Source: an optimization exercise on an open RTL-to-GDS flow (aim: small area, a short achievable clock period and few clock cycles per item). Production flows keep margins and buffers that such runs may drop.
The RTL was checked by simulation tests, not by an equivalence proof against the original design.
No activity file was given, so power comes from the tool's default toggle rates.

==> flow/design.v <==
`timescale 1ns/10ps
package systolic_pkg;
    typedef logic signed [16-1:0]   data_t;
    typedef logic signed [8-1:0] weight_t;
    typedef logic signed [32-1:0]  accum_t;
    typedef logic [6-1:0]          wb_addr_t;
    typedef logic [32-1:0]          wb_data_t;
    typedef enum logic [2:0] {
        IDLE,
        CLEAR,
        FEED,
        DRAIN,
        DONE
    } seq_state_t;
endpackage
`timescale 1ns/10ps
module dot2_pp (
    input  logic [15:0] a0,
    input  logic [15:0] a1,
    input  logic [7:0]  b0,
    input  logic [7:0]  b1,
    input  logic        v0,
    input  logic        v1,
    output logic [61:0] pp
);
wire p0m0_one;
wire p0m0_two;
wire p0m0_neg;
wire p0m1_one;
wire p0m1_two;
wire p0m1_neg;
wire p0m2_one;
wire p0m2_two;
wire p0m2_neg;
wire p0m3_one;
wire p0m3_two;
wire p0m3_neg;
wire p1m0_one;
wire p1m0_two;
wire p1m0_neg;
wire p1m1_one;
wire p1m1_two;
wire p1m1_neg;
wire p1m2_one;
wire p1m2_two;
wire p1m2_neg;
wire p1m3_one;
wire p1m3_two;
wire p1m3_neg;
wire s1;
wire c2;
wire s3;
wire c4;
wire s5;
wire c6;
wire s7;
wire c8;
wire s9;
wire c10;
wire s11;
wire c12;
wire s13;
wire c14;
wire s15;
wire c16;
wire s17;
wire c18;
wire s19;
wire c20;
wire s21;
wire c22;
wire s23;
wire c24;
wire s25;
wire c26;
wire s27;
wire c28;
wire s29;
wire c30;
wire s31;
wire c32;
wire s33;
wire c34;
wire s35;
wire c36;
wire s37;
wire c38;
wire s39;
wire c40;
wire s41;
wire c42;
wire s43;
wire c44;
wire s45;
wire c46;
wire s47;
wire c48;
wire s49;
wire c50;
wire s51;
wire c52;
wire s53;
wire c54;
wire s55;
wire c56;
wire s57;
wire c58;
wire s59;
wire c60;
wire s61;
wire c62;
wire s63;
wire c64;
wire s65;
wire c66;
wire s67;
wire c68;
wire s69;
wire c70;
wire s71;
wire c72;
wire s73;
wire c74;
wire s75;
wire c76;
wire s77;
wire c78;
wire s79;
wire c80;
wire s81;
wire c82;
wire s83;
wire c84;
wire s85;
wire c86;
wire s87;
wire c88;
wire s89;
wire c90;
wire s91;
wire c92;
wire s93;
wire c94;
wire s95;
wire c96;
wire s97;
wire c98;
wire s99;
wire c100;
wire s101;
wire c102;
wire s103;
wire c104;
wire s105;
wire c106;
wire s107;
wire c108;
wire s109;
wire c110;
wire s111;
wire c112;
wire s113;
wire c114;
wire s115;
wire c116;
wire s117;
wire c118;
wire s119;
wire c120;
wire s121;
wire c122;
wire s123;
wire c124;
wire s125;
wire c126;
wire s127;
wire c128;
wire s129;
wire c130;
wire s131;
wire c132;
wire s133;
wire c134;
wire s135;
wire c136;
wire s137;
wire c138;
wire s139;
wire c140;
wire s141;
wire c142;
wire s143;
wire c144;
wire s145;
wire c146;
wire s147;
wire c148;
wire s149;
wire c150;
wire s151;
wire c152;
wire s153;
wire c154;
wire s155;
wire c156;
wire s157;
wire c158;
wire s159;
wire c160;
wire s161;
wire c162;
wire s163;
wire c164;
wire s165;
wire c166;
wire s167;
wire c168;
wire s169;
wire c170;
wire s171;
wire c172;
wire s173;
wire c174;
assign p0m0_one = v0 & (b0[0] ^ 1'b0);
assign p0m0_two = v0 & ((b0[1] & ~b0[0] & ~1'b0) | (~b0[1] & b0[0] & 1'b0));
assign p0m0_neg = v0 & b0[1];
wire [16:0] p0m0_r;
assign p0m0_r[0] = ((p0m0_one & a0[0]) | (p0m0_two & 1'b0)) ^ p0m0_neg;
assign p0m0_r[1] = ((p0m0_one & a0[1]) | (p0m0_two & a0[0])) ^ p0m0_neg;
assign p0m0_r[2] = ((p0m0_one & a0[2]) | (p0m0_two & a0[1])) ^ p0m0_neg;
assign p0m0_r[3] = ((p0m0_one & a0[3]) | (p0m0_two & a0[2])) ^ p0m0_neg;
assign p0m0_r[4] = ((p0m0_one & a0[4]) | (p0m0_two & a0[3])) ^ p0m0_neg;
assign p0m0_r[5] = ((p0m0_one & a0[5]) | (p0m0_two & a0[4])) ^ p0m0_neg;
assign p0m0_r[6] = ((p0m0_one & a0[6]) | (p0m0_two & a0[5])) ^ p0m0_neg;
assign p0m0_r[7] = ((p0m0_one & a0[7]) | (p0m0_two & a0[6])) ^ p0m0_neg;
assign p0m0_r[8] = ((p0m0_one & a0[8]) | (p0m0_two & a0[7])) ^ p0m0_neg;
assign p0m0_r[9] = ((p0m0_one & a0[9]) | (p0m0_two & a0[8])) ^ p0m0_neg;
assign p0m0_r[10] = ((p0m0_one & a0[10]) | (p0m0_two & a0[9])) ^ p0m0_neg;
assign p0m0_r[11] = ((p0m0_one & a0[11]) | (p0m0_two & a0[10])) ^ p0m0_neg;
assign p0m0_r[12] = ((p0m0_one & a0[12]) | (p0m0_two & a0[11])) ^ p0m0_neg;
assign p0m0_r[13] = ((p0m0_one & a0[13]) | (p0m0_two & a0[12])) ^ p0m0_neg;
assign p0m0_r[14] = ((p0m0_one & a0[14]) | (p0m0_two & a0[13])) ^ p0m0_neg;
assign p0m0_r[15] = ((p0m0_one & a0[15]) | (p0m0_two & a0[14])) ^ p0m0_neg;
assign p0m0_r[16] = ((p0m0_one & a0[15]) | (p0m0_two & a0[15])) ^ p0m0_neg;
assign p0m1_one = v0 & (b0[2] ^ b0[1]);
assign p0m1_two = v0 & ((b0[3] & ~b0[2] & ~b0[1]) | (~b0[3] & b0[2] & b0[1]));
assign p0m1_neg = v0 & b0[3];
wire [16:0] p0m1_r;
assign p0m1_r[0] = ((p0m1_one & a0[0]) | (p0m1_two & 1'b0)) ^ p0m1_neg;
assign p0m1_r[1] = ((p0m1_one & a0[1]) | (p0m1_two & a0[0])) ^ p0m1_neg;
assign p0m1_r[2] = ((p0m1_one & a0[2]) | (p0m1_two & a0[1])) ^ p0m1_neg;
assign p0m1_r[3] = ((p0m1_one & a0[3]) | (p0m1_two & a0[2])) ^ p0m1_neg;
assign p0m1_r[4] = ((p0m1_one & a0[4]) | (p0m1_two & a0[3])) ^ p0m1_neg;
assign p0m1_r[5] = ((p0m1_one & a0[5]) | (p0m1_two & a0[4])) ^ p0m1_neg;
assign p0m1_r[6] = ((p0m1_one & a0[6]) | (p0m1_two & a0[5])) ^ p0m1_neg;
assign p0m1_r[7] = ((p0m1_one & a0[7]) | (p0m1_two & a0[6])) ^ p0m1_neg;
assign p0m1_r[8] = ((p0m1_one & a0[8]) | (p0m1_two & a0[7])) ^ p0m1_neg;
assign p0m1_r[9] = ((p0m1_one & a0[9]) | (p0m1_two & a0[8])) ^ p0m1_neg;
assign p0m1_r[10] = ((p0m1_one & a0[10]) | (p0m1_two & a0[9])) ^ p0m1_neg;
assign p0m1_r[11] = ((p0m1_one & a0[11]) | (p0m1_two & a0[10])) ^ p0m1_neg;
assign p0m1_r[12] = ((p0m1_one & a0[12]) | (p0m1_two & a0[11])) ^ p0m1_neg;
assign p0m1_r[13] = ((p0m1_one & a0[13]) | (p0m1_two & a0[12])) ^ p0m1_neg;
assign p0m1_r[14] = ((p0m1_one & a0[14]) | (p0m1_two & a0[13])) ^ p0m1_neg;
assign p0m1_r[15] = ((p0m1_one & a0[15]) | (p0m1_two & a0[14])) ^ p0m1_neg;
assign p0m1_r[16] = ((p0m1_one & a0[15]) | (p0m1_two & a0[15])) ^ p0m1_neg;
assign p0m2_one = v0 & (b0[4] ^ b0[3]);
assign p0m2_two = v0 & ((b0[5] & ~b0[4] & ~b0[3]) | (~b0[5] & b0[4] & b0[3]));
assign p0m2_neg = v0 & b0[5];
wire [16:0] p0m2_r;
assign p0m2_r[0] = ((p0m2_one & a0[0]) | (p0m2_two & 1'b0)) ^ p0m2_neg;
assign p0m2_r[1] = ((p0m2_one & a0[1]) | (p0m2_two & a0[0])) ^ p0m2_neg;
assign p0m2_r[2] = ((p0m2_one & a0[2]) | (p0m2_two & a0[1])) ^ p0m2_neg;
assign p0m2_r[3] = ((p0m2_one & a0[3]) | (p0m2_two & a0[2])) ^ p0m2_neg;
assign p0m2_r[4] = ((p0m2_one & a0[4]) | (p0m2_two & a0[3])) ^ p0m2_neg;
assign p0m2_r[5] = ((p0m2_one & a0[5]) | (p0m2_two & a0[4])) ^ p0m2_neg;
assign p0m2_r[6] = ((p0m2_one & a0[6]) | (p0m2_two & a0[5])) ^ p0m2_neg;
assign p0m2_r[7] = ((p0m2_one & a0[7]) | (p0m2_two & a0[6])) ^ p0m2_neg;
assign p0m2_r[8] = ((p0m2_one & a0[8]) | (p0m2_two & a0[7])) ^ p0m2_neg;
assign p0m2_r[9] = ((p0m2_one & a0[9]) | (p0m2_two & a0[8])) ^ p0m2_neg;
assign p0m2_r[10] = ((p0m2_one & a0[10]) | (p0m2_two & a0[9])) ^ p0m2_neg;
assign p0m2_r[11] = ((p0m2_one & a0[11]) | (p0m2_two & a0[10])) ^ p0m2_neg;
assign p0m2_r[12] = ((p0m2_one & a0[12]) | (p0m2_two & a0[11])) ^ p0m2_neg;
assign p0m2_r[13] = ((p0m2_one & a0[13]) | (p0m2_two & a0[12])) ^ p0m2_neg;
assign p0m2_r[14] = ((p0m2_one & a0[14]) | (p0m2_two & a0[13])) ^ p0m2_neg;
assign p0m2_r[15] = ((p0m2_one & a0[15]) | (p0m2_two & a0[14])) ^ p0m2_neg;
assign p0m2_r[16] = ((p0m2_one & a0[15]) | (p0m2_two & a0[15])) ^ p0m2_neg;
assign p0m3_one = v0 & (b0[6] ^ b0[5]);
assign p0m3_two = v0 & ((b0[7] & ~b0[6] & ~b0[5]) | (~b0[7] & b0[6] & b0[5]));
assign p0m3_neg = v0 & b0[7];
wire [16:0] p0m3_r;
assign p0m3_r[0] = ((p0m3_one & a0[0]) | (p0m3_two & 1'b0)) ^ p0m3_neg;
assign p0m3_r[1] = ((p0m3_one & a0[1]) | (p0m3_two & a0[0])) ^ p0m3_neg;
assign p0m3_r[2] = ((p0m3_one & a0[2]) | (p0m3_two & a0[1])) ^ p0m3_neg;
assign p0m3_r[3] = ((p0m3_one & a0[3]) | (p0m3_two & a0[2])) ^ p0m3_neg;
assign p0m3_r[4] = ((p0m3_one & a0[4]) | (p0m3_two & a0[3])) ^ p0m3_neg;
assign p0m3_r[5] = ((p0m3_one & a0[5]) | (p0m3_two & a0[4])) ^ p0m3_neg;
assign p0m3_r[6] = ((p0m3_one & a0[6]) | (p0m3_two & a0[5])) ^ p0m3_neg;
assign p0m3_r[7] = ((p0m3_one & a0[7]) | (p0m3_two & a0[6])) ^ p0m3_neg;
assign p0m3_r[8] = ((p0m3_one & a0[8]) | (p0m3_two & a0[7])) ^ p0m3_neg;
assign p0m3_r[9] = ((p0m3_one & a0[9]) | (p0m3_two & a0[8])) ^ p0m3_neg;
assign p0m3_r[10] = ((p0m3_one & a0[10]) | (p0m3_two & a0[9])) ^ p0m3_neg;
assign p0m3_r[11] = ((p0m3_one & a0[11]) | (p0m3_two & a0[10])) ^ p0m3_neg;
assign p0m3_r[12] = ((p0m3_one & a0[12]) | (p0m3_two & a0[11])) ^ p0m3_neg;
assign p0m3_r[13] = ((p0m3_one & a0[13]) | (p0m3_two & a0[12])) ^ p0m3_neg;
assign p0m3_r[14] = ((p0m3_one & a0[14]) | (p0m3_two & a0[13])) ^ p0m3_neg;
assign p0m3_r[15] = ((p0m3_one & a0[15]) | (p0m3_two & a0[14])) ^ p0m3_neg;
assign p0m3_r[16] = ((p0m3_one & a0[15]) | (p0m3_two & a0[15])) ^ p0m3_neg;
assign p1m0_one = v1 & (b1[0] ^ 1'b0);
assign p1m0_two = v1 & ((b1[1] & ~b1[0] & ~1'b0) | (~b1[1] & b1[0] & 1'b0));
assign p1m0_neg = v1 & b1[1];
wire [16:0] p1m0_r;
assign p1m0_r[0] = ((p1m0_one & a1[0]) | (p1m0_two & 1'b0)) ^ p1m0_neg;
assign p1m0_r[1] = ((p1m0_one & a1[1]) | (p1m0_two & a1[0])) ^ p1m0_neg;
assign p1m0_r[2] = ((p1m0_one & a1[2]) | (p1m0_two & a1[1])) ^ p1m0_neg;
assign p1m0_r[3] = ((p1m0_one & a1[3]) | (p1m0_two & a1[2])) ^ p1m0_neg;
assign p1m0_r[4] = ((p1m0_one & a1[4]) | (p1m0_two & a1[3])) ^ p1m0_neg;
assign p1m0_r[5] = ((p1m0_one & a1[5]) | (p1m0_two & a1[4])) ^ p1m0_neg;
assign p1m0_r[6] = ((p1m0_one & a1[6]) | (p1m0_two & a1[5])) ^ p1m0_neg;
assign p1m0_r[7] = ((p1m0_one & a1[7]) | (p1m0_two & a1[6])) ^ p1m0_neg;
assign p1m0_r[8] = ((p1m0_one & a1[8]) | (p1m0_two & a1[7])) ^ p1m0_neg;
assign p1m0_r[9] = ((p1m0_one & a1[9]) | (p1m0_two & a1[8])) ^ p1m0_neg;
assign p1m0_r[10] = ((p1m0_one & a1[10]) | (p1m0_two & a1[9])) ^ p1m0_neg;
assign p1m0_r[11] = ((p1m0_one & a1[11]) | (p1m0_two & a1[10])) ^ p1m0_neg;
assign p1m0_r[12] = ((p1m0_one & a1[12]) | (p1m0_two & a1[11])) ^ p1m0_neg;
assign p1m0_r[13] = ((p1m0_one & a1[13]) | (p1m0_two & a1[12])) ^ p1m0_neg;
assign p1m0_r[14] = ((p1m0_one & a1[14]) | (p1m0_two & a1[13])) ^ p1m0_neg;
assign p1m0_r[15] = ((p1m0_one & a1[15]) | (p1m0_two & a1[14])) ^ p1m0_neg;
assign p1m0_r[16] = ((p1m0_one & a1[15]) | (p1m0_two & a1[15])) ^ p1m0_neg;
assign p1m1_one = v1 & (b1[2] ^ b1[1]);
assign p1m1_two = v1 & ((b1[3] & ~b1[2] & ~b1[1]) | (~b1[3] & b1[2] & b1[1]));
assign p1m1_neg = v1 & b1[3];
wire [16:0] p1m1_r;
assign p1m1_r[0] = ((p1m1_one & a1[0]) | (p1m1_two & 1'b0)) ^ p1m1_neg;
assign p1m1_r[1] = ((p1m1_one & a1[1]) | (p1m1_two & a1[0])) ^ p1m1_neg;
assign p1m1_r[2] = ((p1m1_one & a1[2]) | (p1m1_two & a1[1])) ^ p1m1_neg;
assign p1m1_r[3] = ((p1m1_one & a1[3]) | (p1m1_two & a1[2])) ^ p1m1_neg;
assign p1m1_r[4] = ((p1m1_one & a1[4]) | (p1m1_two & a1[3])) ^ p1m1_neg;
assign p1m1_r[5] = ((p1m1_one & a1[5]) | (p1m1_two & a1[4])) ^ p1m1_neg;
assign p1m1_r[6] = ((p1m1_one & a1[6]) | (p1m1_two & a1[5])) ^ p1m1_neg;
assign p1m1_r[7] = ((p1m1_one & a1[7]) | (p1m1_two & a1[6])) ^ p1m1_neg;
assign p1m1_r[8] = ((p1m1_one & a1[8]) | (p1m1_two & a1[7])) ^ p1m1_neg;
assign p1m1_r[9] = ((p1m1_one & a1[9]) | (p1m1_two & a1[8])) ^ p1m1_neg;
assign p1m1_r[10] = ((p1m1_one & a1[10]) | (p1m1_two & a1[9])) ^ p1m1_neg;
assign p1m1_r[11] = ((p1m1_one & a1[11]) | (p1m1_two & a1[10])) ^ p1m1_neg;
assign p1m1_r[12] = ((p1m1_one & a1[12]) | (p1m1_two & a1[11])) ^ p1m1_neg;
assign p1m1_r[13] = ((p1m1_one & a1[13]) | (p1m1_two & a1[12])) ^ p1m1_neg;
assign p1m1_r[14] = ((p1m1_one & a1[14]) | (p1m1_two & a1[13])) ^ p1m1_neg;
assign p1m1_r[15] = ((p1m1_one & a1[15]) | (p1m1_two & a1[14])) ^ p1m1_neg;
assign p1m1_r[16] = ((p1m1_one & a1[15]) | (p1m1_two & a1[15])) ^ p1m1_neg;
assign p1m2_one = v1 & (b1[4] ^ b1[3]);
assign p1m2_two = v1 & ((b1[5] & ~b1[4] & ~b1[3]) | (~b1[5] & b1[4] & b1[3]));
assign p1m2_neg = v1 & b1[5];
wire [16:0] p1m2_r;
assign p1m2_r[0] = ((p1m2_one & a1[0]) | (p1m2_two & 1'b0)) ^ p1m2_neg;
assign p1m2_r[1] = ((p1m2_one & a1[1]) | (p1m2_two & a1[0])) ^ p1m2_neg;
assign p1m2_r[2] = ((p1m2_one & a1[2]) | (p1m2_two & a1[1])) ^ p1m2_neg;
assign p1m2_r[3] = ((p1m2_one & a1[3]) | (p1m2_two & a1[2])) ^ p1m2_neg;
assign p1m2_r[4] = ((p1m2_one & a1[4]) | (p1m2_two & a1[3])) ^ p1m2_neg;
assign p1m2_r[5] = ((p1m2_one & a1[5]) | (p1m2_two & a1[4])) ^ p1m2_neg;
assign p1m2_r[6] = ((p1m2_one & a1[6]) | (p1m2_two & a1[5])) ^ p1m2_neg;
assign p1m2_r[7] = ((p1m2_one & a1[7]) | (p1m2_two & a1[6])) ^ p1m2_neg;
assign p1m2_r[8] = ((p1m2_one & a1[8]) | (p1m2_two & a1[7])) ^ p1m2_neg;
assign p1m2_r[9] = ((p1m2_one & a1[9]) | (p1m2_two & a1[8])) ^ p1m2_neg;
assign p1m2_r[10] = ((p1m2_one & a1[10]) | (p1m2_two & a1[9])) ^ p1m2_neg;
assign p1m2_r[11] = ((p1m2_one & a1[11]) | (p1m2_two & a1[10])) ^ p1m2_neg;
assign p1m2_r[12] = ((p1m2_one & a1[12]) | (p1m2_two & a1[11])) ^ p1m2_neg;
assign p1m2_r[13] = ((p1m2_one & a1[13]) | (p1m2_two & a1[12])) ^ p1m2_neg;
assign p1m2_r[14] = ((p1m2_one & a1[14]) | (p1m2_two & a1[13])) ^ p1m2_neg;
assign p1m2_r[15] = ((p1m2_one & a1[15]) | (p1m2_two & a1[14])) ^ p1m2_neg;
assign p1m2_r[16] = ((p1m2_one & a1[15]) | (p1m2_two & a1[15])) ^ p1m2_neg;
assign p1m3_one = v1 & (b1[6] ^ b1[5]);
assign p1m3_two = v1 & ((b1[7] & ~b1[6] & ~b1[5]) | (~b1[7] & b1[6] & b1[5]));
assign p1m3_neg = v1 & b1[7];
wire [16:0] p1m3_r;
assign p1m3_r[0] = ((p1m3_one & a1[0]) | (p1m3_two & 1'b0)) ^ p1m3_neg;
assign p1m3_r[1] = ((p1m3_one & a1[1]) | (p1m3_two & a1[0])) ^ p1m3_neg;
assign p1m3_r[2] = ((p1m3_one & a1[2]) | (p1m3_two & a1[1])) ^ p1m3_neg;
assign p1m3_r[3] = ((p1m3_one & a1[3]) | (p1m3_two & a1[2])) ^ p1m3_neg;
assign p1m3_r[4] = ((p1m3_one & a1[4]) | (p1m3_two & a1[3])) ^ p1m3_neg;
assign p1m3_r[5] = ((p1m3_one & a1[5]) | (p1m3_two & a1[4])) ^ p1m3_neg;
assign p1m3_r[6] = ((p1m3_one & a1[6]) | (p1m3_two & a1[5])) ^ p1m3_neg;
assign p1m3_r[7] = ((p1m3_one & a1[7]) | (p1m3_two & a1[6])) ^ p1m3_neg;
assign p1m3_r[8] = ((p1m3_one & a1[8]) | (p1m3_two & a1[7])) ^ p1m3_neg;
assign p1m3_r[9] = ((p1m3_one & a1[9]) | (p1m3_two & a1[8])) ^ p1m3_neg;
assign p1m3_r[10] = ((p1m3_one & a1[10]) | (p1m3_two & a1[9])) ^ p1m3_neg;
assign p1m3_r[11] = ((p1m3_one & a1[11]) | (p1m3_two & a1[10])) ^ p1m3_neg;
assign p1m3_r[12] = ((p1m3_one & a1[12]) | (p1m3_two & a1[11])) ^ p1m3_neg;
assign p1m3_r[13] = ((p1m3_one & a1[13]) | (p1m3_two & a1[12])) ^ p1m3_neg;
assign p1m3_r[14] = ((p1m3_one & a1[14]) | (p1m3_two & a1[13])) ^ p1m3_neg;
assign p1m3_r[15] = ((p1m3_one & a1[15]) | (p1m3_two & a1[14])) ^ p1m3_neg;
assign p1m3_r[16] = ((p1m3_one & a1[15]) | (p1m3_two & a1[15])) ^ p1m3_neg;
wire nx, na;
assign nx = p0m3_neg ^ p1m3_neg;
assign na = p0m3_neg & p1m3_neg;
assign s1 = p0m0_r[0] ^ p0m0_neg ^ p1m0_r[0];
assign c2 = (p0m0_r[0] & p0m0_neg) | (p0m0_r[0] & p1m0_r[0]) | (p0m0_neg & p1m0_r[0]);
assign s3 = p0m0_r[2] ^ p0m1_r[0] ^ p0m1_neg;
assign c4 = (p0m0_r[2] & p0m1_r[0]) | (p0m0_r[2] & p0m1_neg) | (p0m1_r[0] & p0m1_neg);
assign s5 = p1m0_r[2] ^ p1m1_r[0] ^ p1m1_neg;
assign c6 = (p1m0_r[2] & p1m1_r[0]) | (p1m0_r[2] & p1m1_neg) | (p1m1_r[0] & p1m1_neg);
assign s7 = p0m0_r[3] ^ p0m1_r[1] ^ p1m0_r[3];
assign c8 = (p0m0_r[3] & p0m1_r[1]) | (p0m0_r[3] & p1m0_r[3]) | (p0m1_r[1] & p1m0_r[3]);
assign s9 = p0m0_r[4] ^ p0m1_r[2] ^ p0m2_r[0];
assign c10 = (p0m0_r[4] & p0m1_r[2]) | (p0m0_r[4] & p0m2_r[0]) | (p0m1_r[2] & p0m2_r[0]);
assign s11 = p0m2_neg ^ p1m0_r[4] ^ p1m1_r[2];
assign c12 = (p0m2_neg & p1m0_r[4]) | (p0m2_neg & p1m1_r[2]) | (p1m0_r[4] & p1m1_r[2]);
assign s13 = p0m0_r[5] ^ p0m1_r[3] ^ p0m2_r[1];
assign c14 = (p0m0_r[5] & p0m1_r[3]) | (p0m0_r[5] & p0m2_r[1]) | (p0m1_r[3] & p0m2_r[1]);
assign s15 = p1m0_r[5] ^ p1m1_r[3] ^ p1m2_r[1];
assign c16 = (p1m0_r[5] & p1m1_r[3]) | (p1m0_r[5] & p1m2_r[1]) | (p1m1_r[3] & p1m2_r[1]);
assign s17 = p0m0_r[6] ^ p0m1_r[4] ^ p0m2_r[2];
assign c18 = (p0m0_r[6] & p0m1_r[4]) | (p0m0_r[6] & p0m2_r[2]) | (p0m1_r[4] & p0m2_r[2]);
assign s19 = p0m3_r[0] ^ p1m0_r[6] ^ p1m1_r[4];
assign c20 = (p0m3_r[0] & p1m0_r[6]) | (p0m3_r[0] & p1m1_r[4]) | (p1m0_r[6] & p1m1_r[4]);
assign s21 = p1m2_r[2] ^ p1m3_r[0] ^ nx;
assign c22 = (p1m2_r[2] & p1m3_r[0]) | (p1m2_r[2] & nx) | (p1m3_r[0] & nx);
assign s23 = p0m0_r[7] ^ p0m1_r[5] ^ p0m2_r[3];
assign c24 = (p0m0_r[7] & p0m1_r[5]) | (p0m0_r[7] & p0m2_r[3]) | (p0m1_r[5] & p0m2_r[3]);
assign s25 = p0m3_r[1] ^ p1m0_r[7] ^ p1m1_r[5];
assign c26 = (p0m3_r[1] & p1m0_r[7]) | (p0m3_r[1] & p1m1_r[5]) | (p1m0_r[7] & p1m1_r[5]);
assign s27 = p1m2_r[3] ^ p1m3_r[1] ^ na;
assign c28 = (p1m2_r[3] & p1m3_r[1]) | (p1m2_r[3] & na) | (p1m3_r[1] & na);
assign s29 = p0m0_r[8] ^ p0m1_r[6] ^ p0m2_r[4];
assign c30 = (p0m0_r[8] & p0m1_r[6]) | (p0m0_r[8] & p0m2_r[4]) | (p0m1_r[6] & p0m2_r[4]);
assign s31 = p0m3_r[2] ^ p1m0_r[8] ^ p1m1_r[6];
assign c32 = (p0m3_r[2] & p1m0_r[8]) | (p0m3_r[2] & p1m1_r[6]) | (p1m0_r[8] & p1m1_r[6]);
assign s33 = p0m0_r[9] ^ p0m1_r[7] ^ p0m2_r[5];
assign c34 = (p0m0_r[9] & p0m1_r[7]) | (p0m0_r[9] & p0m2_r[5]) | (p0m1_r[7] & p0m2_r[5]);
assign s35 = p0m3_r[3] ^ p1m0_r[9] ^ p1m1_r[7];
assign c36 = (p0m3_r[3] & p1m0_r[9]) | (p0m3_r[3] & p1m1_r[7]) | (p1m0_r[9] & p1m1_r[7]);
assign s37 = p0m0_r[10] ^ p0m1_r[8] ^ p0m2_r[6];
assign c38 = (p0m0_r[10] & p0m1_r[8]) | (p0m0_r[10] & p0m2_r[6]) | (p0m1_r[8] & p0m2_r[6]);
assign s39 = p0m3_r[4] ^ p1m0_r[10] ^ p1m1_r[8];
assign c40 = (p0m3_r[4] & p1m0_r[10]) | (p0m3_r[4] & p1m1_r[8]) | (p1m0_r[10] & p1m1_r[8]);
assign s41 = p0m0_r[11] ^ p0m1_r[9] ^ p0m2_r[7];
assign c42 = (p0m0_r[11] & p0m1_r[9]) | (p0m0_r[11] & p0m2_r[7]) | (p0m1_r[9] & p0m2_r[7]);
assign s43 = p0m3_r[5] ^ p1m0_r[11] ^ p1m1_r[9];
assign c44 = (p0m3_r[5] & p1m0_r[11]) | (p0m3_r[5] & p1m1_r[9]) | (p1m0_r[11] & p1m1_r[9]);
assign s45 = p0m0_r[12] ^ p0m1_r[10] ^ p0m2_r[8];
assign c46 = (p0m0_r[12] & p0m1_r[10]) | (p0m0_r[12] & p0m2_r[8]) | (p0m1_r[10] & p0m2_r[8]);
assign s47 = p0m3_r[6] ^ p1m0_r[12] ^ p1m1_r[10];
assign c48 = (p0m3_r[6] & p1m0_r[12]) | (p0m3_r[6] & p1m1_r[10]) | (p1m0_r[12] & p1m1_r[10]);
assign s49 = p0m0_r[13] ^ p0m1_r[11] ^ p0m2_r[9];
assign c50 = (p0m0_r[13] & p0m1_r[11]) | (p0m0_r[13] & p0m2_r[9]) | (p0m1_r[11] & p0m2_r[9]);
assign s51 = p0m3_r[7] ^ p1m0_r[13] ^ p1m1_r[11];
assign c52 = (p0m3_r[7] & p1m0_r[13]) | (p0m3_r[7] & p1m1_r[11]) | (p1m0_r[13] & p1m1_r[11]);
assign s53 = p0m0_r[14] ^ p0m1_r[12] ^ p0m2_r[10];
assign c54 = (p0m0_r[14] & p0m1_r[12]) | (p0m0_r[14] & p0m2_r[10]) | (p0m1_r[12] & p0m2_r[10]);
assign s55 = p0m3_r[8] ^ p1m0_r[14] ^ p1m1_r[12];
assign c56 = (p0m3_r[8] & p1m0_r[14]) | (p0m3_r[8] & p1m1_r[12]) | (p1m0_r[14] & p1m1_r[12]);
assign s57 = p0m0_r[15] ^ p0m1_r[13] ^ p0m2_r[11];
assign c58 = (p0m0_r[15] & p0m1_r[13]) | (p0m0_r[15] & p0m2_r[11]) | (p0m1_r[13] & p0m2_r[11]);
assign s59 = p0m3_r[9] ^ p1m0_r[15] ^ p1m1_r[13];
assign c60 = (p0m3_r[9] & p1m0_r[15]) | (p0m3_r[9] & p1m1_r[13]) | (p1m0_r[15] & p1m1_r[13]);
assign s61 = ~p0m0_r[16] ^ p0m1_r[14] ^ p0m2_r[12];
assign c62 = (~p0m0_r[16] & p0m1_r[14]) | (~p0m0_r[16] & p0m2_r[12]) | (p0m1_r[14] & p0m2_r[12]);
assign s63 = p0m3_r[10] ^ ~p1m0_r[16] ^ p1m1_r[14];
assign c64 = (p0m3_r[10] & ~p1m0_r[16]) | (p0m3_r[10] & p1m1_r[14]) | (~p1m0_r[16] & p1m1_r[14]);
assign s65 = p0m1_r[15] ^ p0m2_r[13] ^ p0m3_r[11];
assign c66 = (p0m1_r[15] & p0m2_r[13]) | (p0m1_r[15] & p0m3_r[11]) | (p0m2_r[13] & p0m3_r[11]);
assign s67 = p1m1_r[15] ^ p1m2_r[13] ^ p1m3_r[11];
assign c68 = (p1m1_r[15] & p1m2_r[13]) | (p1m1_r[15] & p1m3_r[11]) | (p1m2_r[13] & p1m3_r[11]);
assign s69 = ~p0m1_r[16] ^ p0m2_r[14] ^ p0m3_r[12];
assign c70 = (~p0m1_r[16] & p0m2_r[14]) | (~p0m1_r[16] & p0m3_r[12]) | (p0m2_r[14] & p0m3_r[12]);
assign s71 = ~p1m1_r[16] ^ p1m2_r[14] ^ p1m3_r[12];
assign c72 = (~p1m1_r[16] & p1m2_r[14]) | (~p1m1_r[16] & p1m3_r[12]) | (p1m2_r[14] & p1m3_r[12]);
assign s73 = p0m2_r[15] ^ p0m3_r[13] ^ p1m2_r[15];
assign c74 = (p0m2_r[15] & p0m3_r[13]) | (p0m2_r[15] & p1m2_r[15]) | (p0m3_r[13] & p1m2_r[15]);
assign s75 = ~p0m2_r[16] ^ p0m3_r[14] ^ ~p1m2_r[16];
assign c76 = (~p0m2_r[16] & p0m3_r[14]) | (~p0m2_r[16] & ~p1m2_r[16]) | (p0m3_r[14] & ~p1m2_r[16]);
assign s77 = ~p0m3_r[16] ^ ~p1m3_r[16] ^ 1'b1;
assign c78 = (~p0m3_r[16] & ~p1m3_r[16]) | (~p0m3_r[16] & 1'b1) | (~p1m3_r[16] & 1'b1);
assign s79 = p0m0_r[1] ^ p1m0_r[1] ^ c2;
assign c80 = (p0m0_r[1] & p1m0_r[1]) | (p0m0_r[1] & c2) | (p1m0_r[1] & c2);
assign s81 = p1m1_r[1] ^ c4 ^ c6;
assign c82 = (p1m1_r[1] & c4) | (p1m1_r[1] & c6) | (c4 & c6);
assign s83 = p1m2_r[0] ^ p1m2_neg ^ c8;
assign c84 = (p1m2_r[0] & p1m2_neg) | (p1m2_r[0] & c8) | (p1m2_neg & c8);
assign s85 = c10 ^ c12 ^ s13;
assign c86 = (c10 & c12) | (c10 & s13) | (c12 & s13);
assign s87 = c14 ^ c16 ^ s17;
assign c88 = (c14 & c16) | (c14 & s17) | (c16 & s17);
assign s89 = c18 ^ c20 ^ c22;
assign c90 = (c18 & c20) | (c18 & c22) | (c20 & c22);
assign s91 = s23 ^ s25 ^ s27;
assign c92 = (s23 & s25) | (s23 & s27) | (s25 & s27);
assign s93 = p1m2_r[4] ^ p1m3_r[2] ^ c24;
assign c94 = (p1m2_r[4] & p1m3_r[2]) | (p1m2_r[4] & c24) | (p1m3_r[2] & c24);
assign s95 = c26 ^ c28 ^ s29;
assign c96 = (c26 & c28) | (c26 & s29) | (c28 & s29);
assign s97 = p1m2_r[5] ^ p1m3_r[3] ^ c30;
assign c98 = (p1m2_r[5] & p1m3_r[3]) | (p1m2_r[5] & c30) | (p1m3_r[3] & c30);
assign s99 = c32 ^ s33 ^ s35;
assign c100 = (c32 & s33) | (c32 & s35) | (s33 & s35);
assign s101 = p1m2_r[6] ^ p1m3_r[4] ^ c34;
assign c102 = (p1m2_r[6] & p1m3_r[4]) | (p1m2_r[6] & c34) | (p1m3_r[4] & c34);
assign s103 = c36 ^ s37 ^ s39;
assign c104 = (c36 & s37) | (c36 & s39) | (s37 & s39);
assign s105 = p1m2_r[7] ^ p1m3_r[5] ^ c38;
assign c106 = (p1m2_r[7] & p1m3_r[5]) | (p1m2_r[7] & c38) | (p1m3_r[5] & c38);
assign s107 = c40 ^ s41 ^ s43;
assign c108 = (c40 & s41) | (c40 & s43) | (s41 & s43);
assign s109 = p1m2_r[8] ^ p1m3_r[6] ^ c42;
assign c110 = (p1m2_r[8] & p1m3_r[6]) | (p1m2_r[8] & c42) | (p1m3_r[6] & c42);
assign s111 = c44 ^ s45 ^ s47;
assign c112 = (c44 & s45) | (c44 & s47) | (s45 & s47);
assign s113 = p1m2_r[9] ^ p1m3_r[7] ^ c46;
assign c114 = (p1m2_r[9] & p1m3_r[7]) | (p1m2_r[9] & c46) | (p1m3_r[7] & c46);
assign s115 = c48 ^ s49 ^ s51;
assign c116 = (c48 & s49) | (c48 & s51) | (s49 & s51);
assign s117 = p1m2_r[10] ^ p1m3_r[8] ^ c50;
assign c118 = (p1m2_r[10] & p1m3_r[8]) | (p1m2_r[10] & c50) | (p1m3_r[8] & c50);
assign s119 = c52 ^ s53 ^ s55;
assign c120 = (c52 & s53) | (c52 & s55) | (s53 & s55);
assign s121 = p1m2_r[11] ^ p1m3_r[9] ^ c54;
assign c122 = (p1m2_r[11] & p1m3_r[9]) | (p1m2_r[11] & c54) | (p1m3_r[9] & c54);
assign s123 = c56 ^ s57 ^ s59;
assign c124 = (c56 & s57) | (c56 & s59) | (s57 & s59);
assign s125 = p1m2_r[12] ^ p1m3_r[10] ^ c58;
assign c126 = (p1m2_r[12] & p1m3_r[10]) | (p1m2_r[12] & c58) | (p1m3_r[10] & c58);
assign s127 = c60 ^ s61 ^ s63;
assign c128 = (c60 & s61) | (c60 & s63) | (s61 & s63);
assign s129 = 1'b1 ^ c62 ^ c64;
assign c130 = (1'b1 & c62) | (1'b1 & c64) | (c62 & c64);
assign s131 = 1'b1 ^ c66 ^ c68;
assign c132 = (1'b1 & c66) | (1'b1 & c68) | (c66 & c68);
assign s133 = p1m3_r[13] ^ c70 ^ c72;
assign c134 = (p1m3_r[13] & c70) | (p1m3_r[13] & c72) | (c70 & c72);
assign s135 = p1m3_r[14] ^ 1'b1 ^ c74;
assign c136 = (p1m3_r[14] & 1'b1) | (p1m3_r[14] & c74) | (1'b1 & c74);
assign s137 = p0m3_r[15] ^ p1m3_r[15] ^ c76;
assign c138 = (p0m3_r[15] & p1m3_r[15]) | (p0m3_r[15] & c76) | (p1m3_r[15] & c76);
assign s139 = s3 ^ s5 ^ c80;
assign c140 = (s3 & s5) | (s3 & c80) | (s5 & c80);
assign s141 = s9 ^ s11 ^ c82;
assign c142 = (s9 & s11) | (s9 & c82) | (s11 & c82);
assign s143 = s15 ^ c84 ^ s85;
assign c144 = (s15 & c84) | (s15 & s85) | (c84 & s85);
assign s145 = s19 ^ s21 ^ c86;
assign c146 = (s19 & s21) | (s19 & c86) | (s21 & c86);
assign s147 = c88 ^ s89 ^ s91;
assign c148 = (c88 & s89) | (c88 & s91) | (s89 & s91);
assign s149 = s31 ^ c90 ^ c92;
assign c150 = (s31 & c90) | (s31 & c92) | (c90 & c92);
assign s151 = c94 ^ c96 ^ s97;
assign c152 = (c94 & c96) | (c94 & s97) | (c96 & s97);
assign s153 = c98 ^ c100 ^ s101;
assign c154 = (c98 & c100) | (c98 & s101) | (c100 & s101);
assign s155 = c102 ^ c104 ^ s105;
assign c156 = (c102 & c104) | (c102 & s105) | (c104 & s105);
assign s157 = c106 ^ c108 ^ s109;
assign c158 = (c106 & c108) | (c106 & s109) | (c108 & s109);
assign s159 = c110 ^ c112 ^ s113;
assign c160 = (c110 & c112) | (c110 & s113) | (c112 & s113);
assign s161 = c114 ^ c116 ^ s117;
assign c162 = (c114 & c116) | (c114 & s117) | (c116 & s117);
assign s163 = c118 ^ c120 ^ s121;
assign c164 = (c118 & c120) | (c118 & s121) | (c120 & s121);
assign s165 = c122 ^ c124 ^ s125;
assign c166 = (c122 & c124) | (c122 & s125) | (c124 & s125);
assign s167 = s65 ^ s67 ^ c126;
assign c168 = (s65 & s67) | (s65 & c126) | (s67 & c126);
assign s169 = s69 ^ s71 ^ c130;
assign c170 = (s69 & s71) | (s69 & c130) | (s71 & c130);
assign s171 = s73 ^ c132 ^ s133;
assign c172 = (s73 & c132) | (s73 & s133) | (c132 & s133);
assign s173 = s75 ^ c134 ^ s135;
assign c174 = (s75 & c134) | (s75 & s135) | (c134 & s135);
assign pp[0] = p1m0_neg;
assign pp[1] = s1;
assign pp[2] = s79;
assign pp[3] = s139;
assign pp[4] = s7;
assign pp[5] = s81;
assign pp[6] = c140;
assign pp[7] = s83;
assign pp[8] = s141;
assign pp[9] = c142;
assign pp[10] = s143;
assign pp[11] = s87;
assign pp[12] = c144;
assign pp[13] = s145;
assign pp[14] = c146;
assign pp[15] = s147;
assign pp[16] = s93;
assign pp[17] = s95;
assign pp[18] = c148;
assign pp[19] = s149;
assign pp[20] = s99;
assign pp[21] = c150;
assign pp[22] = s151;
assign pp[23] = s103;
assign pp[24] = c152;
assign pp[25] = s153;
assign pp[26] = s107;
assign pp[27] = c154;
assign pp[28] = s155;
assign pp[29] = s111;
assign pp[30] = c156;
assign pp[31] = s157;
assign pp[32] = s115;
assign pp[33] = c158;
assign pp[34] = s159;
assign pp[35] = s119;
assign pp[36] = c160;
assign pp[37] = s161;
assign pp[38] = s123;
assign pp[39] = c162;
assign pp[40] = s163;
assign pp[41] = s127;
assign pp[42] = c164;
assign pp[43] = s165;
assign pp[44] = c128;
assign pp[45] = s129;
assign pp[46] = c166;
assign pp[47] = s167;
assign pp[48] = s131;
assign pp[49] = c168;
assign pp[50] = s169;
assign pp[51] = c170;
assign pp[52] = s171;
assign pp[53] = c172;
assign pp[54] = s173;
assign pp[55] = c136;
assign pp[56] = s137;
assign pp[57] = c174;
assign pp[58] = s77;
assign pp[59] = c138;
assign pp[60] = c78;
assign pp[61] = 1'b1;
endmodule
module dot2_fin (
    input  logic [61:0] pp,
    output logic [24:0] sum
);
logic [24:0] r0, r1;
wire s175;
wire c176;
wire s177;
wire c178;
wire s179;
wire c180;
wire s181;
wire c182;
wire s183;
wire c184;
wire s185;
wire c186;
wire s187;
wire c188;
wire s189;
wire c190;
wire s191;
wire c192;
wire s193;
wire c194;
wire s195;
wire c196;
wire s197;
wire c198;
wire s199;
wire c200;
wire s201;
wire c202;
wire s203;
wire c204;
wire s205;
wire c206;
wire s207;
wire c208;
wire s209;
wire c210;
wire s211;
wire c212;
wire s213;
wire c214;
wire s215;
wire c216;
wire s217;
wire c218;
wire s219;
wire c220;
wire s221;
wire c222;
wire s223;
wire c224;
wire s225;
wire c226;
wire s227;
wire c228;
wire s229;
wire c230;
wire s231;
wire c232;
wire s233;
wire c234;
wire s235;
wire c236;
assign s175 = pp[16] ^ pp[17];
assign c176 = pp[16] & pp[17];
assign s177 = pp[20] ^ pp[21];
assign c178 = pp[20] & pp[21];
assign s179 = pp[23] ^ pp[24];
assign c180 = pp[23] & pp[24];
assign s181 = pp[26] ^ pp[27];
assign c182 = pp[26] & pp[27];
assign s183 = pp[29] ^ pp[30];
assign c184 = pp[29] & pp[30];
assign s185 = pp[32] ^ pp[33];
assign c186 = pp[32] & pp[33];
assign s187 = pp[35] ^ pp[36];
assign c188 = pp[35] & pp[36];
assign s189 = pp[38] ^ pp[39];
assign c190 = pp[38] & pp[39];
assign s191 = pp[41] ^ pp[42];
assign c192 = pp[41] & pp[42];
assign s193 = pp[44] ^ pp[45] ^ pp[46];
assign c194 = (pp[44] & pp[45]) | (pp[44] & pp[46]) | (pp[45] & pp[46]);
assign s195 = pp[48] ^ pp[49];
assign c196 = pp[48] & pp[49];
assign s197 = pp[4] ^ pp[5];
assign c198 = pp[4] & pp[5];
assign s199 = pp[7] ^ pp[8];
assign c200 = pp[7] & pp[8];
assign s201 = pp[9] ^ pp[10];
assign c202 = pp[9] & pp[10];
assign s203 = pp[11] ^ pp[12] ^ pp[13];
assign c204 = (pp[11] & pp[12]) | (pp[11] & pp[13]) | (pp[12] & pp[13]);
assign s205 = pp[14] ^ pp[15];
assign c206 = pp[14] & pp[15];
assign s207 = pp[18] ^ pp[19] ^ s175;
assign c208 = (pp[18] & pp[19]) | (pp[18] & s175) | (pp[19] & s175);
assign s209 = pp[22] ^ c176 ^ s177;
assign c210 = (pp[22] & c176) | (pp[22] & s177) | (c176 & s177);
assign s211 = pp[25] ^ c178 ^ s179;
assign c212 = (pp[25] & c178) | (pp[25] & s179) | (c178 & s179);
assign s213 = pp[28] ^ c180 ^ s181;
assign c214 = (pp[28] & c180) | (pp[28] & s181) | (c180 & s181);
assign s215 = pp[31] ^ c182 ^ s183;
assign c216 = (pp[31] & c182) | (pp[31] & s183) | (c182 & s183);
assign s217 = pp[34] ^ c184 ^ s185;
assign c218 = (pp[34] & c184) | (pp[34] & s185) | (c184 & s185);
assign s219 = pp[37] ^ c186 ^ s187;
assign c220 = (pp[37] & c186) | (pp[37] & s187) | (c186 & s187);
assign s221 = pp[40] ^ c188 ^ s189;
assign c222 = (pp[40] & c188) | (pp[40] & s189) | (c188 & s189);
assign s223 = pp[43] ^ c190 ^ s191;
assign c224 = (pp[43] & c190) | (pp[43] & s191) | (c190 & s191);
assign s225 = pp[47] ^ c192 ^ s193;
assign c226 = (pp[47] & c192) | (pp[47] & s193) | (c192 & s193);
assign s227 = pp[50] ^ c194 ^ s195;
assign c228 = (pp[50] & c194) | (pp[50] & s195) | (c194 & s195);
assign s229 = pp[51] ^ pp[52] ^ c196;
assign c230 = (pp[51] & pp[52]) | (pp[51] & c196) | (pp[52] & c196);
assign s231 = pp[53] ^ pp[54];
assign c232 = pp[53] & pp[54];
assign s233 = pp[55] ^ pp[56] ^ pp[57];
assign c234 = (pp[55] & pp[56]) | (pp[55] & pp[57]) | (pp[56] & pp[57]);
assign s235 = pp[58] ^ pp[59];
assign c236 = pp[58] & pp[59];
assign r0[0] = pp[0];
assign r1[0] = pp[1];
assign r0[1] = pp[2];
assign r1[1] = 1'b0;
assign r0[2] = pp[3];
assign r1[2] = 1'b0;
assign r0[3] = pp[6];
assign r1[3] = s197;
assign r0[4] = c198;
assign r1[4] = s199;
assign r0[5] = c200;
assign r1[5] = s201;
assign r0[6] = c202;
assign r1[6] = s203;
assign r0[7] = c204;
assign r1[7] = s205;
assign r0[8] = c206;
assign r1[8] = s207;
assign r0[9] = c208;
assign r1[9] = s209;
assign r0[10] = c210;
assign r1[10] = s211;
assign r0[11] = c212;
assign r1[11] = s213;
assign r0[12] = c214;
assign r1[12] = s215;
assign r0[13] = c216;
assign r1[13] = s217;
assign r0[14] = c218;
assign r1[14] = s219;
assign r0[15] = c220;
assign r1[15] = s221;
assign r0[16] = c222;
assign r1[16] = s223;
assign r0[17] = c224;
assign r1[17] = s225;
assign r0[18] = c226;
assign r1[18] = s227;
assign r0[19] = c228;
assign r1[19] = s229;
assign r0[20] = c230;
assign r1[20] = s231;
assign r0[21] = c232;
assign r1[21] = s233;
assign r0[22] = c234;
assign r1[22] = s235;
assign r0[23] = pp[60];
assign r1[23] = c236;
assign r0[24] = pp[61];
assign r1[24] = 1'b0;
assign sum = r0 + r1;
endmodule
`timescale 1ns/10ps
module systolic_top (
    input  logic        clk,
    input  logic        rst_n,
    input  logic        wb_cyc,
    input  logic        wb_stb,
    input  logic        wb_we,
    input  logic [5:0]  wb_adr,
    input  logic [31:0] wb_dat_w,
    output logic [31:0] wb_dat_r,
    output logic        wb_ack
);
    logic [15:0] ax [2];
    logic [15:0] ay [2];
    logic [7:0]  bu [2];
    logic [7:0]  bv [2];
    logic [1:0]  ax_v, ay_v, bu_v, bv_v;
    logic [24:0] c_ring [4];
    logic        c_vld;
    logic        busy;
    logic        done;
    logic [1:0]  run_cnt;
    logic [1:0]  k;
    logic        k0_n, k1_n;
    logic        access;
    logic        wr_en;
    logic        start;
    logic [24:0] rd_d;
    logic [24:0] rd_q;
    assign access = wb_cyc && wb_stb && !wb_ack;
    assign wr_en  = access && wb_we && !busy;
    assign start  = wr_en && (wb_adr == 6'd8) && wb_dat_w[0];
    always_ff @(posedge clk or negedge rst_n) begin
        if (!rst_n) begin
            wb_ack <= 1'b0;
        end else begin
            wb_ack <= access;
        end
    end
    assign k0_n = ~k[0];
    assign k1_n = k[1] ^ k[0];
    logic wr_a, wr_b;
    assign wr_a = wr_en && (wb_adr[5:2] == 4'd0);
    assign wr_b = wr_en && (wb_adr[5:2] == 4'd1);
    for (genvar p = 0; p < 2; p++) begin : g_ring
        logic wa_x, wa_y, wb_u, wb_v;
        assign wa_x = wr_a && (wb_adr[1] == (1'(p) ^ k0_n)) && !wb_adr[0];
        assign wa_y = wr_a && (wb_adr[1] == (1'(p) ^ k0_n)) &&  wb_adr[0];
        assign wb_u = wr_b && (wb_adr[0] == (1'(p) ^ k1_n)) && !wb_adr[1];
        assign wb_v = wr_b && (wb_adr[0] == (1'(p) ^ k1_n)) &&  wb_adr[1];
        always_ff @(posedge clk) begin
            ax[p] <= wa_x ? wb_dat_w[15:0] : ax[1-p];
            ay[p] <= wa_y ? wb_dat_w[15:0] : ay[1-p];
            bu[p] <= wb_u ? wb_dat_w[7:0] : (k[0] ? bu[1-p] : bu[p]);
            bv[p] <= wb_v ? wb_dat_w[7:0] : (k[0] ? bv[1-p] : bv[p]);
        end
        always_ff @(posedge clk or negedge rst_n) begin
            if (!rst_n) begin
                ax_v[p] <= 1'b0;
                ay_v[p] <= 1'b0;
                bu_v[p] <= 1'b0;
                bv_v[p] <= 1'b0;
            end else begin
                ax_v[p] <= wa_x || ax_v[1-p];
                ay_v[p] <= wa_y || ay_v[1-p];
                bu_v[p] <= wb_u || (k[0] ? bu_v[1-p] : bu_v[p]);
                bv_v[p] <= wb_v || (k[0] ? bv_v[1-p] : bv_v[p]);
            end
        end
    end
    always_ff @(posedge clk or negedge rst_n) begin
        if (!rst_n) begin
            busy    <= 1'b0;
            done    <= 1'b0;
            c_vld   <= 1'b0;
            run_cnt <= '0;
            k       <= '0;
        end else begin
            k <= k + 2'd1;
            if (start) begin
                busy    <= 1'b1;
                done    <= 1'b0;
                c_vld   <= 1'b1;
                run_cnt <= '0;
            end else if (busy) begin
                run_cnt <= run_cnt + 2'd1;
                if (run_cnt == 2'd2) begin
                    busy <= 1'b0;
                    done <= 1'b1;
                end
            end
        end
    end
    logic [61:0] pp;
    logic [61:0] pp_q;
    logic [24:0] sum;
    dot2_pp u_pp (
        .a0 (ax[0]),
        .a1 (ay[0]),
        .b0 (bu[0]),
        .b1 (bv[0]),
        .v0 (ax_v[0] && bu_v[0]),
        .v1 (ay_v[0] && bv_v[0]),
        .pp (pp)
    );
    always_ff @(posedge clk) begin
        pp_q <= pp;
    end
    dot2_fin u_fin (
        .pp  (pp_q),
        .sum (sum)
    );
    always_ff @(posedge clk) begin
        c_ring[0] <= (start || busy) ? sum : c_ring[3];
        c_ring[1] <= c_ring[0];
        c_ring[2] <= c_ring[1];
        c_ring[3] <= c_ring[2];
    end
    logic [1:0] c_pos;
    assign c_pos = k - {wb_adr[0], wb_adr[1]} - 2'd2;
    logic       pa, pb;
    assign pa = wb_adr[1] ^ k[0];     
    assign pb = wb_adr[0] ^ k[1];     
    always_comb begin
        rd_d = '0;
        case (wb_adr)
            6'd0, 6'd2:
                if (ax_v[pa]) rd_d = {{9{ax[pa][15]}}, ax[pa]};
            6'd1, 6'd3:
                if (ay_v[pa]) rd_d = {{9{ay[pa][15]}}, ay[pa]};
            6'd4, 6'd5:
                if (bu_v[pb]) rd_d = {{17{bu[pb][7]}}, bu[pb]};
            6'd6, 6'd7:
                if (bv_v[pb]) rd_d = {{17{bv[pb][7]}}, bv[pb]};
            6'd9:
                rd_d = {23'd0, done, busy};
            6'd12, 6'd13, 6'd14, 6'd15:
                if (c_vld) rd_d = c_ring[c_pos];
            default: rd_d = '0;
        endcase
    end
    always_ff @(posedge clk) begin
        rd_q <= rd_d;
    end
    assign wb_dat_r = {{7{rd_q[24]}}, rd_q};
endmodule
==> flow/run.sh <==
#!/bin/bash
# synth_recipe.tcl (not shown) runs the flow's synth.tcl, then flattens the netlist and writes it again
# the make line also repeats each setting of config.mk as NAME=value (left out here)
make -C /OpenROAD-flow-scripts/flow DESIGN_CONFIG=/design/flow/config.mk WORK_HOME=/design/flow/orfs CLKGATE_MAP_FILE= SYNTH_SCRIPT=/design/flow/synth_recipe.tcl finish
==> flow/config.mk <==
export PLATFORM = sky130hd
export DESIGN_NAME = systolic_top
export DESIGN_NICKNAME = systolic_top
export VERILOG_FILES = /design/flow/design.v
export SDC_FILE = /design/flow/constraint.sdc
export NUM_CORES = 4
export LEC_CHECK = 0
export ABC_CLOCK_PERIOD_IN_PS = 2500
export CAP_MARGIN = 20
export CORE_MARGIN = 2
export CORE_UTILIZATION = 40
export SETUP_SLACK_MARGIN = 5
export SLEW_MARGIN = 20
==> flow/constraint.sdc <==
create_clock -name core_clock -period 9.0 [get_ports {clk}]
set_input_delay 1.8000 -clock core_clock [delete_from_list [all_inputs] [get_ports {clk}]]
set_output_delay 1.8000 -clock core_clock [all_outputs]
set_load 0.01 [all_outputs]
==> summary.txt, run 1 <==
Finish
From synthesis to final layout, the design area changed by 11.2%. The utilization after layout is 44.7%. The area of combinational cells with multiple inputs is around 11000 µm².

The post-layout net count is 2230. In the final layout, the share of cells above drive strength 1 is 11.3%. Across the whole layout, storage elements account for 6370 µm². The fill cell instance count of the final layout is 4546.

The filler-free cell count of the finished design is 2689.

Timing
The final count of negative-setup-slack endpoints is 0. Setup repair after global routing left no endpoint under its margin. The routed design could run at a clock period as short as about 3.9 ns. The accumulated negative setup slack is 0 ns.

The worst setup slack after layout is slightly above 5 ns. The final number of max-transition violations is 0. Between clock sinks in the finished design, the worst skew comes to ~0.036 ns. The slew of the pin with the lowest slew margin is 0.985 ns. On the final layout, the worst hold slack is 0.344 ns.

The worst pin sits at a relative slew slack of 33.9%. Timing would allow up to 256 MHz. The number of hold violations in the final report is 0.

Dividing the final minimum period by the clock period gives between 40 and 50%.

Drt
The routed layout has 15184 vias. The first detailed-routing pass took 7 iterations. Dividing the detail-routed wire length by the instance count gives 19.3 µm. The final routed DRC violation total is 0. The total length of routed wires is roughly 52000 µm. The number of vias per cell is 5.65. The number of routed nets with antenna violations is 0. The number of DRC violations after detailed-routing iteration 0 is 1506.

Critical path
The critical path goes through dlygate4sd2_1 > xor2_4 > xnor2_4 > buf_8 > mux4_1 > a211oi_1 > o21ai_1. On the critical path, the stage with the largest delay is an instance of sky130_fd_sc_hd__mux4_1. Counting both buffers and inverters, the worst setup path holds a total of 2.

The worst register-to-register path begins at bu[0][2]$_DFFE_PP_. The critical path arrival is ~4.3 ns. The depth of the worst register-to-register path is 7. The required time reported for the critical path endpoint is 9.42 ns. The worst setup path category is primary input to flip-flop. The worst setup path is launched from a primary input.

The worst setup path is captured at a flip-flop. The highest fanout seen on the critical path is 25. The kind of cell with the highest combined delay on the critical path is buffers and inverters. The setup slack on the worst flop-to-flop path is 5.26 ns. The largest stage delay on the critical path is slightly below 0.8 ns. The worst flop-to-flop path endpoint is pp_q[15]$_DFF_P_.

Hold path
For hold timing, the worst endpoint is c_ring[2][16]$_DFF_P_. In this run the most critical hold path is launched from c_ring[1][16]$_DFF_P_. The worst hold-check path type is flip-flop to flip-flop. The worst hold path cell count is 0.

Place
The post-placement cell count is around 2600. The total of buffers placed on input and output ports is 59. The routability congestion estimate is 0.882. Prior to clock tree synthesis, the placed netlist has a worst setup slack of 3.30 ns. The HPWL after detailed placement is around 37000 µm.

Run
The max capacitance violation total is 0.

Pwr
The net switching share of the total power is between 20 and 30%. The internal power of the cells totals 2.61 mW. The worst vdd rail ir drop is 0.108 mV. For this design the total switching power over the nets is about 0.96 mW. The combinational share of power is 16.4%. Sequential cells account for 42.9% of the total power.

In this run, the clock network consumes 40.7% of the power. Power spread over the standard cell area amounts to roughly 170 nW/µm². The leakage dissipation is ~8.7 nW.

Clock tree
After clock tree synthesis, the clock-pin slew on the worst setup and hold paths is 0.06 ns. The number of levels the H-tree was split into is 2. Buffers inserted to repair hold after CTS numbered 0. The number of buffers on the longest clock path is 3.

For this design, the sink count on the clock tree is 298. The clock tree root driver cell is sky130_fd_sc_hd__clkbuf_16. The total clock buffers created by CTS is 34. TritonCTS built the clock tree. The source-to-sink clock delay at the later pin of the worst-skew pair is 0.56 ns.

Global routing
The via count of the first global-routing pass came to 14117. The global-route usage over all layers is 20.7%. The total overflow left after global routing is 0. The first global-routing pass estimated 81600 µm of wire. Entering global routing, the biggest net connects 88 pins. The initial antenna violation count came to 0.

Floorplan
From bottom edge to top edge, the die measures approximately 220 µm. 76 I/O pins were placed. The initial utilization of the core area, before any placement, comes to 40.2%. The overall die area is 49500 µm². After floorplanning, the core was divided into 80 placement rows. The die is 222 µm wide. The total core area is between 40000 and 50000 µm².

Synthesis
The synthesized flop and latch total is a little under 300. The cell count after synthesis is 2115. Yosys mapped the design onto 66 distinct sky130hd cell types.

The library cell with the largest summed area after synthesis is sky130_fd_sc_hd__dfxtp_1. The average cell area after synthesis is around 9.0 µm². The warning count from the yosys run is 11. Counting flops with an async set or reset pin after synthesis yields a share of 5.37%.

The most used flip-flop cell after synthesis is sky130_fd_sc_hd__dfxtp_1. In this run, synthesis inferred 32 flip-flops with an integrated enable. Summing every instance area after synthesis gives 19100 µm².

After synthesis, the cell types taking the most area are sky130_fd_sc_hd__dfxtp_1 26%, sky130_fd_sc_hd__fa_1 9.9%, sky130_fd_sc_hd__mux2_2 5.7%. The share of the yosys chip area belonging to registers is between 30 and 40%. Of the post-synthesis cell area, the dominant cell type holds a little over a quarter.

The number of nets handed over by synthesis was 2298.

Status
The flow ran to the end and the layout has no timing, DRC or antenna violations.
layout by cell type, fill, tap and decap left out, types with 19 or more instances in the layout:
master and count:
sky130_fd_sc_hd__a21o_1 26, sky130_fd_sc_hd__a21oi_1 104, sky130_fd_sc_hd__a221oi_1 23, sky130_fd_sc_hd__a222oi_1 33, sky130_fd_sc_hd__a22oi_1 19, sky130_fd_sc_hd__a31oi_1 21
sky130_fd_sc_hd__buf_4 32, sky130_fd_sc_hd__clkbuf_16 34, sky130_fd_sc_hd__clkdlybuf4s50_1 57, sky130_fd_sc_hd__dfxtp_1 250, sky130_fd_sc_hd__edfxtp_1 32, sky130_fd_sc_hd__fa_1 94
sky130_fd_sc_hd__ha_1 45, sky130_fd_sc_hd__inv_1 180, sky130_fd_sc_hd__maj3_1 51, sky130_fd_sc_hd__mux2_2 97, sky130_fd_sc_hd__mux2i_1 73, sky130_fd_sc_hd__mux4_2 22
sky130_fd_sc_hd__nand2_1 235, sky130_fd_sc_hd__nand2b_1 24, sky130_fd_sc_hd__nand3_1 33, sky130_fd_sc_hd__nor2_1 139, sky130_fd_sc_hd__o21ai_0 142, sky130_fd_sc_hd__o221ai_1 35
sky130_fd_sc_hd__o22ai_1 30, sky130_fd_sc_hd__xnor2_1 23
cell usage after synthesis, types with 22 or more instances:
master and n:
sky130_fd_sc_hd__a21o_1 26, sky130_fd_sc_hd__a21oi_1 104, sky130_fd_sc_hd__a221oi_1 23, sky130_fd_sc_hd__a222oi_1 33
sky130_fd_sc_hd__clkbuf_1 161, sky130_fd_sc_hd__dfxtp_1 250, sky130_fd_sc_hd__edfxtp_1 32, sky130_fd_sc_hd__fa_1 94
sky130_fd_sc_hd__ha_1 46, sky130_fd_sc_hd__inv_1 180, sky130_fd_sc_hd__maj3_1 51, sky130_fd_sc_hd__mux2_2 97
sky130_fd_sc_hd__mux2i_1 73, sky130_fd_sc_hd__mux4_2 22, sky130_fd_sc_hd__nand2_1 237, sky130_fd_sc_hd__nand2b_1 25
sky130_fd_sc_hd__nand3_1 35, sky130_fd_sc_hd__nor2_1 142, sky130_fd_sc_hd__o21ai_0 143, sky130_fd_sc_hd__o221ai_1 36
sky130_fd_sc_hd__o22ai_1 30, sky130_fd_sc_hd__xnor2_1 23
registers in the layout, summed over array words and instances, names as in the netlist, 16 cells and up:
signal and cells:
ax 32, ay 32, bu 16, bv 16
c_ring 100, pp_q 61, rd_q 25
logic make-up after synthesis:
family / synth area share, %
flip-flops: 33.3
AND/OR/NAND/NOR: 11.5
XOR/XNOR: 1.97
multiplexers: 12.6
AO/OA/AOI/OAI: 17.3
adder cells (fa/ha/maj): 15.5
buffers and inverters: 7.77
stage by stage:
stage	area, µm²	power (mW)
5_1_grt	21200	3.74
4_1_cts	21200	3.60
3_5_place_dp	19900	2.14
2_1_floorplan	19100	1.96
3_3_place_gp	19900	2.12
6_report	21200	3.56
power by group through the flow:
stage	clock (mW)	combinational (mW)	sequential (mW)
after global routing	1.53	0.660	1.54
final	1.45	0.585	1.53
after global placement	0	0.570	1.55
after CTS	1.48	0.585	1.53
after detailed placement	0	0.579	1.56
after floorplan	0	0.445	1.52
timing repair:
action | in CTS | in global routing
setup buffers | 4 | 0
endpoints found under the setup margin | 94 | 60
pin swaps | 2 | 0
gates resized for setup | 9 | 9
metal layers:
layer | part of all wire [%] | vias to the layer above | routed length (µm) | track usage, %
met4 | 2.6 | 0 | 1330 | 5.87
met2 | 44 | 559 | 22900 | 32.2
met1 | 45 | 7305 | 23400 | 29.4
met5 | 0 | - | 0 | 0
met3 | 7.9 | 87 | 4080 | 3.93
li1 | - | 7233 | - | -
cell type report:
cell class / instances / area share (%)
tap: 615 / 3.63
clock buffer: 52 / 4.80
antenna: 2 / 0.0236
sequential: 298 / 30.0
inverter: 181 / 3.20
multi-input combinational: 1436 / 53.3
clock inverter: 9 / 0.772
timing repair buffer: 96 / 4.26
worst max-delay path by stage:
stage                          from          endpoint  slack [ns]  cells past startpoint
final                     wb_adr[0]   rd_q[6]$_DFF_P_        5.10                      7
after global routing      wb_adr[0]   rd_q[2]$_DFF_P_        5.01                      7
after CTS                 wb_adr[1]   rd_q[8]$_DFF_P_        4.90                      8
after detailed placement  wb_adr[1]  rd_q[10]$_DFF_P_        3.30                      7
after global placement    wb_adr[1]  rd_q[10]$_DFF_P_        3.33                      7
after floorplan           wb_adr[1]   rd_q[0]$_DFF_P_        5.28                      7
Testbench counts, summed over its fixed seeds: cycles 11,520, jobs 384.
==> run 2: changes to the inputs <==
==> flow/flow/run.sh (new file) <==
#!/bin/bash
set -euo pipefail
bash standard.sh SETUP_SLACK_MARGIN=6 finish > flow.log 2>&1
==> flow/standard.sh (new file) <==
#!/bin/bash
# synth_recipe.tcl (not shown) runs the flow's synth.tcl, then flattens the netlist and writes it again
# the make line also repeats each setting of config.mk as NAME=value (left out here)
make -C /OpenROAD-flow-scripts/flow DESIGN_CONFIG=/design/flow/config.mk WORK_HOME=/design/flow/orfs CLKGATE_MAP_FILE= SYNTH_SCRIPT=/design/flow/synth_recipe.tcl "${@:-finish}"
removed: flow/run.sh
==> run 2 against run 1 <==
Compared with the run above: register-to-register slack gained 0.47 ns; non-clock buffer count up 131; clock skew is 0.0010 ns higher; setup slack better by 0.63 ns; routed wire length rose by 21%; highest routed layer is now met5.
==> summary.txt, run 2 <==
Status
The flow ran to the end and the layout has no timing, DRC or antenna violations.

Timing
Derived from the worst setup path, the maximum achievable clock frequency is ~310 MHz. The worst setup skew after layout is 0.0366 ns. The slew of the pin with the lowest slew margin is between 0.8 and 0.9 ns. After layout, the minimum clock period comes to 3.27 ns. The final number of max-transition violations came to 0.

Hold path
The worst hold-check path type is flip-flop to flip-flop.

Floorplan
The floorplan die width is 222 µm. 76 I/O pins were placed. The floorplan step set the die height to 222 µm.

Pwr
The worst vdd rail ir drop is 0.100 mV. The net switching share of the total power is 28.1%. The sequential fraction of design power is ~41%.

Synthesis
By area the synthesized netlist is led by sky130_fd_sc_hd__dfxtp_1 26%, sky130_fd_sc_hd__fa_1 9.9%, sky130_fd_sc_hd__mux2_2 5.7%. The synthesized flop and latch total is 298. The most used flip-flop cell after synthesis is sky130_fd_sc_hd__dfxtp_1. The area share of the largest cell type after synthesis is 26.2%. The post-synth design cell area is 19100 µm². The cell count after synthesis is between 2000 and 2500. The average cell area after synthesis is 9.03 µm².

Clock tree
Clock-pin slew was measured on the worst setup and hold paths at 0.06 ns. At the later pin of the worst-skew pair, clock insertion delay measures ~0.56 ns. The clock net in this run drives a total of between 200 and 300 sinks.

Place
The HPWL after detailed placement is 37500 µm.

Global routing
The first global-routing pass estimated 95800 µm of wire. The initial antenna violation count came to 1.

Drt
The number of DRC violations after detailed-routing iteration 0 is approximately 1800. The first detailed-routing pass took 9 iterations. The final layout contains routed wiring with a total length of 62600 µm. The per-cell routed wire length is 22.2 µm.

Critical path
The critical path goes through buf_6 > buf_4 > buf_4 > nor2_4 > a22oi_1 > a21oi_1 > a21oi_1 > nor2_1 > fa_1 > inv_1 > fa_2 > inv_1 > fa_2. For the worst setup path, the data required time is 9.40 ns.

Finish
The share of cells above drive strength 1 is 27.1%. The largest registers in the layout are c_ring (100), pp_q (61).
-- run 2: cell count changes in the layout (fill, tap and decap cells not counted), moves of 19 or more --
cell and change:
sky130_fd_sc_hd__buf_12 +34, sky130_fd_sc_hd__buf_4 +56, sky130_fd_sc_hd__buf_6 +19, sky130_fd_sc_hd__clkdlybuf4s50_1 -41, sky130_fd_sc_hd__dfxtp_1 -27, sky130_fd_sc_hd__dfxtp_2 +25, sky130_fd_sc_hd__dlygate4sd2_1 +24, sky130_fd_sc_hd__fa_1 -34
sky130_fd_sc_hd__fa_2 +34, sky130_fd_sc_hd__inv_1 -19, sky130_fd_sc_hd__mux2_2 -23, sky130_fd_sc_hd__mux2_4 +23, sky130_fd_sc_hd__o21ai_0 -31, sky130_fd_sc_hd__o21ai_1 +21
-- run 2: power groups by stage --
| stage | registers (mW) | clock network, mW | logic (mW) |
|---|---|---|---|
| floorplan | 1.52 | 0 | 0.452 |
| global placement | 1.55 | 0 | 0.583 |
| detailed placement | 1.56 | 0 | 0.591 |
| CTS | 1.53 | 1.50 | 0.680 |
| global route | 1.55 | 1.56 | 0.816 |
| finish | 1.54 | 1.48 | 0.738 |
-- run 2: worst paths after layout --
check	start	endpoint	slack [ns]	cells after the start
max	bu[0][5]$_DFFE_PP_	pp_q[10]$_DFF_P_	5.73	13
min	c_ring[1][10]$_DFF_P_	c_ring[2][10]$_DFF_P_	0.35	0
max reg2reg	bu[0][5]$_DFFE_PP_	pp_q[10]$_DFF_P_	5.73	13
min reg2reg	c_ring[1][10]$_DFF_P_	c_ring[2][10]$_DFF_P_	0.35	0
max in group asynchronous	rst_n	ay_v[0]$_DFF_PN0_	6.73	1
min in group asynchronous	rst_n	ax_v[1]$_DFF_PN0_	1.72	1
-- run 2: layout make-up --
class / count / area (µm²) / area share, %
sequential: 298 / 6400 / 26.3
multi-input combinational: 1441 / 12500 / 51.3
tap: 615 / 769 / 3.16
timing repair buffer: 227 / 2800 / 11.5
timing repair inverter: 1 / 7.51 / 0.0308
clock buffer: 45 / 963 / 3.95
inverter: 181 / 688 / 2.82
clock inverter: 16 / 235 / 0.965
-- run 2: cells by family after synthesis --
family / Yosys count / synth area share (%)
AO/OA/AOI/OAI: 504 / 17.3
buffers and inverters: 381 / 7.77
flip-flops: 298 / 33.3
adder cells (fa/ha/maj): 191 / 15.5
multiplexers: 195 / 12.6
XOR/XNOR: 40 / 1.97
AND/OR/NAND/NOR: 506 / 11.5
-- run 2: metrics by stage --
stage / setup slack, ns / util (%) / area, µm² / cells
after CTS: 5.82 / 50.3 / 23900 / 2808
after global routing: 5.68 / 51.4 / 24400 / 2824
after floorplan: 5.56 / - / 19500 / 2115
final: 5.73 / 51.4 / 24400 / 2824
after global placement: 3.13 / 42.3 / 20100 / 2616
after detailed placement: 3.10 / 42.3 / 20100 / 2616
-- run 2: metal layers --
layer	vias to the layer above	wire (µm)	global-route usage, %
li1	7518	-	-
met4	2	2800	10.1
met1	8089	25600	32.9
met3	165	5640	5.05
met2	789	28600	39.8
met5	-	13	0
-- run 2: worst register-to-register path, cell delays in order (launching register included) --
cell and delay [ns]:
sky130_fd_sc_hd__edfxtp_1 0.38, sky130_fd_sc_hd__buf_6 0.16, sky130_fd_sc_hd__buf_4 0.15, sky130_fd_sc_hd__buf_4 0.14
sky130_fd_sc_hd__nor2_4 0.21, sky130_fd_sc_hd__a22oi_1 0.11, sky130_fd_sc_hd__a21oi_1 0.20, sky130_fd_sc_hd__a21oi_1 0.06
sky130_fd_sc_hd__nor2_1 0.17, sky130_fd_sc_hd__fa_1 0.45, sky130_fd_sc_hd__inv_1 0.09, sky130_fd_sc_hd__fa_2 0.47
sky130_fd_sc_hd__inv_1 0.09, sky130_fd_sc_hd__fa_2 0.43
-- run 2: repair_timing --
item | in CTS | in global routing
cloned | 23 | 2
pin swaps | 82 | 68
setup buffers | 108 | 14
endpoints found under the setup margin | 272 | 149
resized for setup | 316 | 139

Check on run 2: ideal ports give 5.733 ns setup slack; a clkbuf_16 on the clock port and buf_2 on the inputs give 5.733 ns; moving port delays by the midpoint clock arrival (0.590 ns) as well gives 5.352 ns.
